Background: an optimization exercise with open tools, aiming at small area, a short achievable clock period and few clock cycles. Do not read the settings as production practice. At most, simulation tests tie the RTL to the original design; equivalence was not proved. The flow treats the clock pin as an ideal source, which a real chip does not have. No activity file was given, so power comes from the tool's default toggle rates.

trial 3:
==> flow/design.v (excerpt) <==
module wildcard_glob_matcher (
    input  wire               clk,
    input  wire               rst_n,
    input  wire               item_valid,
    output logic              item_ready,
    input  wire  [9:0]        item_in,
    output logic              result_valid,
    input  wire               result_ready,
    output logic [1:0]        result
);
For scale: ~2,300 cells after synthesis, ~18 I/O pins, about 32,000 um^2 of cells after synthesis.
==> flow/config.mk <==
export PLATFORM = sky130hd
export DESIGN_NAME = wildcard_glob_matcher
export DESIGN_NICKNAME = wildcard_glob_matcher
export VERILOG_FILES = /design/flow/design.v
export SDC_FILE = /design/flow/constraint.sdc
export NUM_CORES = 4
export LEC_CHECK = 0
export CAP_MARGIN = 20
export CORE_MARGIN = 2
export CORE_UTILIZATION = 60
export CTS_BUF_LIST = sky130_fd_sc_hd__clkbuf_8 sky130_fd_sc_hd__clkbuf_16
export CTS_CLUSTER_DIAMETER = 100
export CTS_CLUSTER_SIZE = 30
export SETUP_SLACK_MARGIN = 1.6
export SLEW_MARGIN = 20
export TNS_END_PERCENT = 3
==> flow/constraint.sdc <==
create_clock -name core_clock -period 3.0 [get_ports {clk}]
set_input_delay 0.6000 -clock core_clock [delete_from_list [all_inputs] [get_ports {clk}]]
set_output_delay 0.6000 -clock core_clock [all_outputs]
set_load 0.01 [all_outputs]
standard.sh (not shown) runs the stock make flow with config.mk's settings and CLKGATE_MAP_FILE= SYNTH_SCRIPT=/design/flow/synth_recipe.tcl, a recipe that flattens the netlist after the stock synthesis.
==> flow/flow/run.sh <==
#!/bin/bash
# Standard layout; after clock tree synthesis the tree's root buffer is taken out so the clock
# port drives the tree's first level directly, each first-level buffer is split in two by where
# its loads sit, and timing is repaired (instead of in cts).
set -euo pipefail
export BUFFER_PORTS_ARGS="-buffer_cell sky130_fd_sc_hd__buf_4"
export SKIP_CTS_REPAIR_TIMING=1
export POST_CTS_TCL="$PWD/flow/post_cts.tcl"
bash standard.sh > standard_flow.log 2>&1
Other scripts of this flow, unchanged in this note and not shown: flow/flow/post_cts.tcl
Having completed the whole flow, trial 3 delivered a layout that passed the timing, design-rule and antenna checks.
The inputs of build 65 differ from those of trial 3 as listed below.
diff --git a/flow/design.v b/flow/design.v
--- a/flow/design.v
+++ b/flow/design.v
@@ -1,18 +1,17 @@
 `default_nettype none
 package wgm_pkg;
     localparam int MAX_PATTERN = 64;
     localparam int LEN_W       = $clog2(MAX_PATTERN + 1);
     localparam logic [7:0] CH_STAR = 8'h2A;
     localparam logic [7:0] CH_ANY  = 8'h3F;
-    localparam logic [7:0] CH_KEY  = CH_STAR;
     typedef logic [LEN_W-1:0] len_t;
     typedef enum logic [1:0] {
         MODE_START   = 2'd0,
         MODE_PATTERN = 2'd1,
         MODE_TEXT    = 2'd2,
         MODE_END     = 2'd3
     } mode_t;
     typedef struct packed {
         mode_t      mode;
         logic [7:0] ch;
     } item_t;
@@ -32,42 +31,42 @@
     input  wire        text_en,    
     input  wire        text_seen,  
     input  wire        prev_col,   
     input  wire        prev_step,  
     output logic       col,        
     output logic       step
 );
     logic [7:0] char_reg;
     logic       hit_reg;
     logic       col_reg;
     logic       is_star;
-    assign is_star = (char_reg == 8'h00);
+    assign is_star = (char_reg == wgm_pkg::CH_STAR);
     assign step    = prev_col & hit_reg;
     if (FIRST)
     begin : g_first
         assign col = text_seen ? col_reg : is_star;
     end
     else
     begin : g_rest
         assign col = text_seen && col_reg;
     end
     always_ff @(posedge clk)
     begin
         if (we)
         begin
             char_reg <= ch;
         end
     end
     always_ff @(posedge clk)
     begin
-        hit_reg <= (char_reg == ch) || (char_reg == (wgm_pkg::CH_ANY ^ wgm_pkg::CH_KEY));
+        hit_reg <= (char_reg == ch) || (char_reg == wgm_pkg::CH_ANY);
     end
     always_ff @(posedge clk)
     begin
         if (text_en)
         begin
             col_reg <= is_star ? (prev_step | col) : step;
         end
     end
 endmodule
 `default_nettype wire
 `default_nettype none
@@ -108,23 +107,23 @@
         end
         else
         begin
             a_start <= accept && (item.mode == wgm_pkg::MODE_START);
             a_pat   <= accept && (item.mode == wgm_pkg::MODE_PATTERN);
             a_text  <= accept && (item.mode == wgm_pkg::MODE_TEXT);
             a_end   <= accept && (item.mode == wgm_pkg::MODE_END);
         end
     end
     always_ff @(posedge clk)
     begin
-        a_ch   <= item.ch ^ wgm_pkg::CH_KEY;
+        a_ch   <= item.ch;
         a_star <= (item.ch == wgm_pkg::CH_STAR);
     end
     logic [6:0]          pat_len_reg;
     logic [NH-1:0]       slot_hi;
     logic [7:0]          slot_lo;
     logic [NH-1:0]       slot_hi_reg;
     logic [7:0]          slot_lo_reg;
     logic                text_started_reg;
     logic                error_reg;
     logic                last_star_reg;
     logic                pat_blk_reg;
==> results.txt <==
Build 65 did not stop at any stage, and its layout met the timing, design-rule and antenna checks.
Number of ordinary inverters in the final layout on build 65 is down relative to trial 3.
Relative to trial 3, the netlist area before placement measured on build 65 has decreased slightly.
Comparing trial 3 and build 65, final standard cell utilization of the core is lower on trial 3.
Diff trial 3 and build 65: global-route wire length before repair higher in trial 3
Delta (build 65 minus trial 3): sequential share of layout area went down by 1.1 points; cell area after layout rose by about 2%; worst setup slack went up 0.24 ns.
Compared with trial 3, in build 65 placement row count fell about 1.2%, number of global-route vias before repair shows a reduction of 648, total power +about 0.4%, proportion of power drawn by the clock network barely changed, routed wire length increased by 430 um relative to the old numbers.
Higher average cell area after synthesis was reported by build 65, not trial 3.
Testbench counts of build 65, summed over its fixed seeds: cycles 56,359.
No functional check of the RTL was part of trial 3.


Another version of the RTL of wildcard_glob_matcher (not shown whole).
For scale: roughly 2300 cells after synthesis, ~31000 um^2 of cells after synthesis.
## wildcard_glob_matcher
module wildcard_glob_matcher (
    input  wire               clk,
    input  wire               rst_n,
    input  wire               item_valid,
    output logic              item_ready,
    input  wire  [9:0]        item_in,
    output logic              result_valid,
    input  wire               result_ready,
    output logic [1:0]        result
);
==> flow/config.mk <==
export PLATFORM = sky130hd
export DESIGN_NAME = wildcard_glob_matcher
export DESIGN_NICKNAME = wildcard_glob_matcher
export VERILOG_FILES = /design/flow/design.v
export SDC_FILE = /design/flow/constraint.sdc
export NUM_CORES = 4
export LEC_CHECK = 0
export CAP_MARGIN = 20
export CORE_MARGIN = 2
export CORE_UTILIZATION = 60
export CTS_BUF_LIST = sky130_fd_sc_hd__clkbuf_8 sky130_fd_sc_hd__clkbuf_16
export CTS_CLUSTER_DIAMETER = 100
export CTS_CLUSTER_SIZE = 30
export SETUP_SLACK_MARGIN = 1.6
export SLEW_MARGIN = 20
export TNS_END_PERCENT = 3
==> flow/constraint.sdc <==
create_clock -name core_clock -period 3.0 [get_ports {clk}]
set_input_delay 0.6000 -clock core_clock [delete_from_list [all_inputs] [get_ports {clk}]]
set_output_delay 0.6000 -clock core_clock [all_outputs]
set_load 0.01 [all_outputs]
Scripts as last shown in full above: flow/flow/run.sh
Other scripts of this flow, unchanged in this note and not shown: flow/flow/post_cts.tcl
The baseline produced a clean layout.
Edit:
--- a/flow/design.v
+++ b/flow/design.v
@@ -19,25 +19,24 @@
         logic matched;
         logic error;
     } result_t;
 endpackage
 `default_nettype wire
 `default_nettype none
 module wgm_cell #(
     parameter bit FIRST = 1'b0     
 ) (
     input  wire        clk,
     input  wire        we,         
     input  wire  [7:0] ch,         
-    input  wire  [7:0] text_ch,    
     input  wire        text_en,    
     input  wire        text_seen,  
     input  wire        prev_col,   
     input  wire        prev_step,  
     output logic       col,        
     output logic       step
 );
     logic [7:0] char_reg;
     logic       hit_reg;
     logic       col_reg;
     logic       is_star;
     assign is_star = (char_reg == wgm_pkg::CH_STAR);
@@ -50,25 +49,25 @@
     begin : g_rest
         assign col = text_seen && col_reg;
     end
     always_ff @(posedge clk)
     begin
         if (we)
         begin
             char_reg <= ch;
         end
     end
     always_ff @(posedge clk)
     begin
-        hit_reg <= (char_reg == text_ch) || (char_reg == wgm_pkg::CH_ANY);
+        hit_reg <= (char_reg == ch) || (char_reg == wgm_pkg::CH_ANY);
     end
     always_ff @(posedge clk)
     begin
         if (text_en)
         begin
             col_reg <= is_star ? (prev_step | col) : step;
         end
     end
 endmodule
 `default_nettype wire
 `default_nettype none
 module wildcard_glob_matcher (
@@ -105,33 +104,28 @@
             a_pat   <= 1'b0;
             a_text  <= 1'b0;
             a_end   <= 1'b0;
         end
         else
         begin
             a_start <= accept && (item.mode == wgm_pkg::MODE_START);
             a_pat   <= accept && (item.mode == wgm_pkg::MODE_PATTERN);
             a_text  <= accept && (item.mode == wgm_pkg::MODE_TEXT);
             a_end   <= accept && (item.mode == wgm_pkg::MODE_END);
         end
     end
-    logic [7:0]          a_text_ch;
     always_ff @(posedge clk)
     begin
         a_ch   <= item.ch;
         a_star <= (item.ch == wgm_pkg::CH_STAR);
-        if (item.mode == wgm_pkg::MODE_TEXT)
-        begin
-            a_text_ch <= item.ch;
-        end
     end
     logic [6:0]          pat_len_reg;
     logic [NH-1:0]       slot_hi;
     logic [7:0]          slot_lo;
     logic [NH-1:0]       slot_hi_reg;
     logic [7:0]          slot_lo_reg;
     logic                text_started_reg;
     logic                error_reg;
     logic                last_star_reg;
     logic                pat_blk_reg;
     logic                len63;            
     assign slot_hi = {slot_hi_reg[NH-1:1], !slot_hi_reg[0]};
@@ -194,25 +188,25 @@
         begin
             pat_len_reg      <= '0;
             slot_hi_reg      <= '0;
             slot_lo_reg      <= '0;
             text_started_reg <= 1'b0;
             error_reg        <= 1'b0;
             last_star_reg    <= 1'b0;
             pat_blk_reg      <= 1'b0;
             len63            <= 1'b0;
         end
         else
         begin
-            len63            <= (pat_len_next == 7'd63);
+            len63            <= !a_start && (pat_take ? (pat_len_reg == 7'd62) : len63);
             pat_len_reg      <= pat_len_next;
             slot_hi_reg      <= {slot_hi_next[NH-1:1], !slot_hi_next[0]};
             slot_lo_reg      <= {slot_lo_next[7:1], !slot_lo_next[0]};
             text_started_reg <= text_started_next;
             error_reg        <= error_next;
             last_star_reg    <= last_star_next;
             pat_blk_reg      <= pat_blk_next;
         end
     end
     logic                take_we;
     assign take_we = item_valid && ready_reg && (item.mode == wgm_pkg::MODE_PATTERN)
                      && !pat_blk_next
@@ -253,25 +247,24 @@
     logic [N-1:0]        we;
     assign col[0]  = !c_text_seen;
     assign step[0] = 1'b0;
     for (genvar i = 0; i < N; i++)
     begin : g_cell
         assign we[i] = a_we_grp[i / 8] && slot_lo[i % 8];
         wgm_cell #(
             .FIRST     (i == 0)
         ) u_cell (
             .clk       (clk),
             .we        (we[i]),
             .ch        (a_ch),
-            .text_ch   (a_text_ch),
             .text_en   (c_text),
             .text_seen (c_text_seen),
             .prev_col  (col[i]),
             .prev_step (step[i]),
             .col       (col[i+1]),
             .step      (step[i+1])
         );
     end
     logic [NH-1:0]       grp_hit;
     logic [NH-1:0]       d_grp_reg;
     logic                d_err_reg;
     logic                d_end;
Wire length goes down by 14%.
Register-to-register slack is worse by 0.07 ns.
Worst setup slack got worse by 0.072 ns.
Utilization decreases by 0.86 points.
Via count came out lower by 3.8%.
Synthesized area shrinks by 0.89%.
Cell area falls by 1.6%.
Synthesized cell count decreases by about 0.75%.
Cell count barely changes.
Die area falls by about 0.9%.
Sequential cell count is lower by 8.
Sequential power hardly moves.
No run of this note included a check of the RTL's function; only the layout flow was run.

port drivers added, routing unchanged:
Ports are ideal in the flow. The routed layouts listed here were re-timed in OpenROAD.
Step 1 (the two cells are an assumption about what drives the block):
set clk [get_ports {clk}]
set_driving_cell -lib_cell sky130_fd_sc_hd__clkbuf_16 $clk
set_driving_cell -lib_cell sky130_fd_sc_hd__buf_2 [delete_from_list [all_inputs] $clk]
Step 2, shift: input delay + t, output delay - t, t = (earliest + latest rising clock arrival at the registers) / 2. This alone moves slack from input paths to output paths.
Slacks: ideal / step 1 / step 2; pairs: ideal / step 1.
run	t (ns)	setup WS [ns]	worst slew at a driven data input, ns
trial 3	0.495	1.147 / 1.147 / 1.105	0.03
build 65	0.501	1.390 / 1.329 / 1.133	0.04
the first run of note 2	0.506	1.394 / 1.339 / 1.125	0.05
the second run of note 2	0.506	1.322 / 1.260 / 1.068	0.04
After both steps setup and hold are still met in every run listed. The setup slack of the first run of note 2, which loses most, moves by -0.055 ns with the drivers and by -0.269 ns with both steps.
